From an optimization exercise on the open Yosys and OpenROAD flow, aimed at small area; shortcuts taken in it are not production practice.
Function was checked by simulation only, so behaviour that the tests miss may differ from the original.
Power and IR drop assume default switching activity.

<file path="flow/run.sh">
#!/bin/bash
# Standard ORFS layout, with small port buffers and a lighter clock tree.
set -euo pipefail
bash standard.sh \
  "BUFFER_PORTS_ARGS=-buffer_cell sky130_fd_sc_hd__buf_1" \
  "CTS_ARGS=-sink_clustering_enable -repair_clock_nets -dont_use_dummy_load -buf_list {sky130_fd_sc_hd__clkbuf_4 sky130_fd_sc_hd__clkbuf_8}" \
  finish > standard.log 2>&1
</file>
<file path="standard.sh">
#!/bin/bash
# synth_recipe.tcl (not shown) runs the flow's synth.tcl, then flattens the netlist and writes it again
# the make line also repeats each setting of config.mk as NAME=value (left out here)
make -C /OpenROAD-flow-scripts/flow DESIGN_CONFIG=/design/flow/config.mk WORK_HOME=/design/flow/orfs CLKGATE_MAP_FILE= SYNTH_SCRIPT=/design/flow/synth_recipe.tcl "${@:-finish}"
</file>
<file path="config.mk">
export PLATFORM = sky130hd
export DESIGN_NAME = gpio_top
export DESIGN_NICKNAME = gpio_top
export VERILOG_FILES = /design/flow/design.v
export SDC_FILE = /design/flow/constraint.sdc
export NUM_CORES = 4
export LEC_CHECK = 0
export ABC_AREA = 1
export CAP_MARGIN = 20
export CORE_MARGIN = 2
export CORE_UTILIZATION = 40
export SLEW_MARGIN = 20
</file>
<file path="constraint.sdc">
create_clock -name core_clock -period 8.0 [get_ports {PCLK}]
set_input_delay 1.6000 -clock core_clock [delete_from_list [all_inputs] [get_ports {PCLK}]]
set_output_delay 1.6000 -clock core_clock [all_outputs]
set_load 0.01 [all_outputs]
</file>
<file path="design.v">
`timescale 1ns/1ps
`default_nettype none
module gpio_apb_regs (
   input  wire          PCLK,
   input  wire          aresetn,
   input  wire          psel_i,
   input  wire          penable_i,
   input  wire          pwrite_i,
   input  wire  [7:0]   paddr_i,
   input  wire  [31:0]  pwdata_i,
   input  wire  [31:0]  pin_level_i,
   input  wire  [31:0]  irq_status_i,
   output logic [31:0]  prdata_o,
   output logic [255:0] pin_cfg_o,
   output logic         irq_clr_strobe_o,
   output logic [31:0]  gpio_out_o,
   output logic [31:0]  gpio_oe_o
);
   logic [7:0]  cfg_q [32];
   logic [31:0] gpout_q;
   logic [31:0] out_en_v;
   logic [31:0] oe_en_v;
   logic [31:0] in_en_v;
   logic [31:0] slot_hit;
   logic        wr_en;
   logic        cfg_wr;
   assign wr_en  = psel_i & penable_i & pwrite_i;
   assign cfg_wr = wr_en & ~paddr_i[7];
   always_comb
      for (int i = 0; i < 32; i++)
         slot_hit[i] = (paddr_i[6:2] == 5'(i));
   assign irq_clr_strobe_o = wr_en & (paddr_i == 8'h80);
   always_ff @(posedge PCLK or negedge aresetn)
      if (!aresetn)
      begin
         for (int i = 0; i < 32; i++)
            cfg_q[i] <= '0;
      end
      else
      begin
         for (int i = 0; i < 32; i++)
            if (cfg_wr && slot_hit[i])
               cfg_q[i] <= pwdata_i[7:0];
      end
   always_ff @(posedge PCLK or negedge aresetn)
      if (!aresetn)
         gpout_q <= '0;
      else if (wr_en && (paddr_i == 8'hA0))
         gpout_q <= pwdata_i;
   always_comb
      for (int i = 0; i < 32; i++)
      begin
         pin_cfg_o[8*i +: 8] = cfg_q[i];
         out_en_v[i] = cfg_q[i][0];
         in_en_v[i]  = cfg_q[i][1];
         oe_en_v[i]  = cfg_q[i][2];
      end
   assign gpio_out_o = gpout_q & out_en_v;
   assign gpio_oe_o  = oe_en_v & out_en_v;
   logic [7:0] cfg_rd;
   always_comb
   begin
      cfg_rd = '0;
      for (int i = 0; i < 32; i++)
         cfg_rd = cfg_rd | (cfg_q[i] & {8{slot_hit[i]}});
   end
   logic is_intr, is_gpin, is_gpout;
   assign is_intr  = (paddr_i == 8'h80);
   assign is_gpin  = (paddr_i == 8'h90);
   assign is_gpout = (paddr_i == 8'hA0);
   assign prdata_o = ({24'h0, cfg_rd} & {32{~paddr_i[7]}})
                   | (irq_status_i & {32{is_intr}})
                   | (pin_level_i & in_en_v & {32{is_gpin}})
                   | (gpout_q & {32{is_gpout}});
endmodule
`default_nettype wire
`timescale 1ns/1ps
`default_nettype none
module gpio_input_monitor (
   input  wire          PCLK,
   input  wire          aresetn,
   input  wire  [31:0]  gpio_in_i,
   input  wire  [255:0] pin_cfg_i,
   input  wire          irq_clr_strobe_i,
   input  wire  [31:0]  irq_clr_mask_i,
   output logic [31:0]  pin_level_o,
   output logic [31:0]  irq_status_o,
   output logic [31:0]  int_o,
   output logic         int_or_o
);
   logic [31:0] sync1_q;
   logic [31:0] sync2_q;
   logic [31:0] level_q;
   logic [31:0] edge_pos_q;
   logic [31:0] edge_neg_q;
   logic [31:0] status_q;
   logic [31:0] rise, fall, clr_hit, int_en_v, int_src;
   always_ff @(posedge PCLK or negedge aresetn)
      if (!aresetn)
         sync1_q <= '0;
      else
         sync1_q <= gpio_in_i;
   always_ff @(posedge PCLK)
   begin
      sync2_q <= sync1_q;
      level_q <= sync2_q;
   end
   assign pin_level_o = level_q;
   assign rise    = sync2_q & ~level_q;
   assign fall    = ~sync2_q & level_q;
   assign clr_hit = irq_clr_mask_i & {32{irq_clr_strobe_i}};
   always_comb
      for (int i = 0; i < 32; i++)
         int_en_v[i] = pin_cfg_i[8*i+3];
   always_ff @(posedge PCLK)
   begin
      edge_pos_q <= int_en_v & (rise | (edge_pos_q & ~clr_hit));
      edge_neg_q <= int_en_v & (fall | (edge_neg_q & ~clr_hit));
   end
   always_comb
      for (int i = 0; i < 32; i++)
         case (pin_cfg_i[8*i+5 +: 3])
            3'd0:    int_src[i] = level_q[i];
            3'd1:    int_src[i] = ~level_q[i];
            3'd2:    int_src[i] = edge_pos_q[i];
            3'd3:    int_src[i] = edge_neg_q[i];
            3'd4:    int_src[i] = edge_pos_q[i] | edge_neg_q[i];
            default: int_src[i] = 1'b0;
         endcase
   assign int_o    = int_src & int_en_v;
   assign int_or_o = |int_o;
   always_ff @(posedge PCLK)
      if (irq_clr_strobe_i)
         status_q <= status_q & ~irq_clr_mask_i;
      else
         status_q <= int_o;
   assign irq_status_o = status_q;
endmodule
`default_nettype wire
`timescale 1ns/1ps
`default_nettype none
module gpio_top #(
   parameter int          IO_NUM = 32,
   parameter logic [31:0] IO_VAL = '0
)
(
   input  wire                PCLK,
   input  wire                aresetn,
   input  wire                psel_i,
   input  wire                penable_i,
   input  wire                pwrite_i,
   input  wire  [7:0]         paddr_i,
   input  wire  [31:0]        pwdata_i,
   input  wire  [IO_NUM-1:0]  gpio_in_i,
   output logic [31:0]        prdata_o,
   output logic               pready_o,
   output logic               pslverr_o,
   output logic [IO_NUM-1:0]  int_o,
   output logic               int_or_o,
   output logic [IO_NUM-1:0]  gpio_out_o,
   output logic [IO_NUM-1:0]  gpio_oe_o
);
   logic [255:0] pin_cfg;
   logic         irq_clr_strobe;
   logic [31:0]  pin_level;
   logic [31:0]  irq_status;
   assign pready_o  = 1'b1;
   assign pslverr_o = 1'b0;
   gpio_apb_regs i_regs (
      .PCLK             (PCLK),
      .aresetn          (aresetn),
      .psel_i           (psel_i),
      .penable_i        (penable_i),
      .pwrite_i         (pwrite_i),
      .paddr_i          (paddr_i),
      .pwdata_i         (pwdata_i),
      .pin_level_i      (pin_level),
      .irq_status_i     (irq_status),
      .prdata_o         (prdata_o),
      .pin_cfg_o        (pin_cfg),
      .irq_clr_strobe_o (irq_clr_strobe),
      .gpio_out_o       (gpio_out_o),
      .gpio_oe_o        (gpio_oe_o)
   );
   gpio_input_monitor i_monitor (
      .PCLK             (PCLK),
      .aresetn          (aresetn),
      .gpio_in_i        (gpio_in_i),
      .pin_cfg_i        (pin_cfg),
      .irq_clr_strobe_i (irq_clr_strobe),
      .irq_clr_mask_i   (pwdata_i),
      .pin_level_o      (pin_level),
      .irq_status_o     (irq_status),
      .int_o            (int_o),
      .int_or_o         (int_or_o)
   );
endmodule
`default_nettype wire
</file>
==> results.txt <==
-- flip-flops by register name (all words and copies together) (netlist names) --
register	flops
i_monitor.edge_pos_q	32
i_regs.gpout_q	32
i_monitor.status_q	32
i_monitor.sync2_q	32
i_monitor.edge_neg_q	32
i_monitor.level_q	32
i_regs.cfg_q	256
i_monitor.sync1_q	32
-- layer usage --
metal / global-route usage [%] / share of wire (%) / up-vias
li1: - / - / 9499
met4: 15.95 / 5.6 / 2
met2: 45.58 / 44 / 960
met3: 6.155 / 8.1 / 215
met5: 0 / 0.013 / -
met1: 39.32 / 42 / 9643
-- synthesized netlist by cell type (all sizes together) --
cell	number
a21oi	114
dfrtp	320
xor2	12
o32ai	24
inv	336
nor3	30
clkinv	3
conb	2
nand3	64
o211ai	7
nor2	280
o311ai	5
nand2	1013
a211oi	8
or2	37
clkbuf	42
buf	45
nand4	7
o21ai	380
dfxtp	160
-- cells by family after synthesis --
| family | Yosys count | synth area share (%) |
|---|---|---|
| other cells | 2 | 0.03456 |
| simple gates | 1431 | 26.90 |
| flops | 480 | 51.59 |
| xor+xnor | 12 | 0.4836 |
| buf+inv | 426 | 7.928 |
| compound gates | 538 | 13.06 |
-- power breakdown --
group	internal (uW)	switching, uW	leakage [uW]	total [uW]
Sequential	2580	146	0.00531	2720
Combinational	148	341	0.00619	490
Clock	932	922	0.000611	1850
Total	3660	1410	0.0121	5070
-- cells in the final DEF, fill, tap and decap left out, types with 63 or more instances in the layout --
master	instances
buf_1	204
dfrtp_1	320
o21ai_0	363
nand2_1	1001
a21oi_1	114
nand3_1	63
inv_1	330
nor2_1	257
clkbuf_8	85
dfxtp_1	160
-- final timing paths --
path	from	to
hold reg to reg	i_monitor.sync1_q[24]	i_monitor.sync2_q[24]
min in group asynchronous	aresetn	i_monitor.sync1_q[14]
max in group asynchronous	aresetn	i_regs.cfg_q[7][3]
hold / removal	i_monitor.sync1_q[24]	i_monitor.sync2_q[24]
setup / recovery	paddr_i[6]	prdata_o[4]
setup reg to reg	i_regs.cfg_q[21][7]	i_monitor.status_q[21]
-- critical path: cells and delay by family --
family                 cells  cell delay (ps)
AND/OR/NAND/NOR            9             1590
buffers and inverters      3             1300
-- stage by stage --
| step | cell area, sq um | total power [uW] | utilization [%] | setup slack (ps) |
|---|---|---|---|---|
| 3_5_place_dp | 23110 | 3242 | 42.95 | 2005 |
| 5_1_grt | 24310 | 5282 | 45.18 | 1867 |
| 3_3_place_gp | 23100 | 3223 | 42.92 | 1957 |
| 4_1_cts | 24280 | 5095 | 45.12 | 1989 |
| 6_report | 24310 | 5066 | 45.18 | 1875 |
| 2_1_floorplan | 21730 | 2986 | - | 3502 |
-- area by class of cell --
| cell class | count | area [sq um] |
|---|---|---|
| multi-input cells | 1983 | 8798 |
| inverters | 339 | 1272 |
| repair buffers | 228 | 985.9 |
| clock buffers | 85 | 1170 |
| diodes | 1 | 2.502 |
| flip-flops and latches | 480 | 11210 |
| well taps | 696 | 870.8 |
| fillers | 5541 | 29500 |
==> results.txt <==
- Via count: 20,320
- Worst Path Class, Setup: in2out
- Gr usage total: 29.64%
- Largest cells by area after synthesis: dfrtp_1, nand2_1, dfxtp_1
- Outcome: finished clean
- Post-DRT Antenna Nets: 0
- Final GP Congestion: 1.082
- Number of global-route vias before repair: 19,510
- RSZ-0062 raised after global routing: false
- Leading area contributor after synthesis: dfrtp_1
- Drt first pass iters: 5
- Endpoints failing setup: 0
- Post-synthesis average cell area: 7.522 sq um
- Reg clk slew, reported paths: 60 ps
- DRC viols: 0
- Share of layout cells above drive strength 1: 6.517%
- Static Leakage: 0.01211 uW
- Endpoints failing hold: 0
- Slew headroom: 20.40%
- Netlist Area Pre-Place: 0.02173 sq mm
- Syn. warnings: 3
- Crit-path max cell delay: 690 ps
- Sum Neg Setup Slack: 0 ps
- Hold crit path type: reg2reg
- DPL Wire Length: 61.92 mm
- Syn Inst Count: 2,889
- Die height: 237.1 um
- WHS Path Cells: 0
- Ports: 208
- Hold_buf cts: 0
- Pin count of the biggest net entering global routing: 177
- Most used cell, CP: nand2_1
- R2R depth: 8
- CTS Buf Count: 85
- PostCTS Resize Cnt: 0
- Synth unique cells: 31
- Final net count: 3,194
- Clk_skew: 54.93 ps
- Setup slack, reg-to-reg: 6450 ps
- CTS Sinks: 480
- DR vias/cell: 5.330
- Worst-case clock buffer depth: 3
- Final period utilization: 76.57%
- H-tree levels: 3
- Fin crit period: 6125 ps
- Setup repair bufs after CTS: 0
- Layout area overhead: 11.87%
- Yosys reg bits: 480
- Number of port buffers: 205
- DR iter-0 viols: 2,019
- Register area share after synthesis: 51.59%
- Syn nets: 2,966
- Max_cap viols: 0
- CP Launch Type: input pin
- Area share of the largest cell type after synthesis: 36.85%
- Die width: 237.1 um
- PwrDens: 208.4 mW/mm^2
- Final Non-Filler Cells: 3,812
- Row cnt: 85
- Placed insts: 3,725
- CTS tree: yes
- F_max: 163.3 MHz
- WL final: 83.40 mm
- Core ar.: 0.05381 sq mm
- First-pass GRT wire length: 123.1 mm
- Min Hold Slack: 333.8 ps
- Clock latency on the worst-skew pair: 670 ps
- Root Buffer: clkbuf_8
- Routed length per instance: 21.88 um
- Fin. max-slew vios: 0
- Total congestion overflow: 0
- CP Max Fanout: 18
- CP Capture Type: output port
- CP Data Required Time: 6400 ps
- Antenna violations before repair: 2
- Crit path cell chain: buf_1 -> inv_2 -> nor2_1 -> nand2_1 -> nand2_1 -> nor2_1 -> nand2_1 -> nor2_1 -> nand2_1 -> nand2_1 -> nand2_1 -> buf_1
- CP max-delay cell: nor2_1
- Least-Margin Pin Slew: 1191 ps
- Peak supply drop: 0.0001301 V
- Initial Utilization: 40.38%
- Worst Path Arrival: 4530 ps
- Die area: 0.05621 sq mm

-- re-timing with driven ports --
How much do the figures lean on ideal ports? The routed layout below was timed once more, with nothing changed but the port constraints. Step 1: set_driving_cell puts a clkbuf_16 on PCLK and a buf_2 on each other input, an assumption about the parent block. Step 2 times the ports against the registers' clock, not the clock port: input delays grow and output delays shrink by t, the midpoint of the rising clock arrivals with the driver on. a / b / c = ideal / step 1 / step 2; a / b = the first two.
t (ns): 0.710
setup WS [ns]: 1.875 / 1.834 / 1.834
worst data-port slew with drivers (ns): 0.08
pins driven straight from the clock port: 1
After both steps setup and hold are still met in this run. For this run, drivers alone change the setup slack by -0.041 ns; drivers and shift together by -0.041 ns.
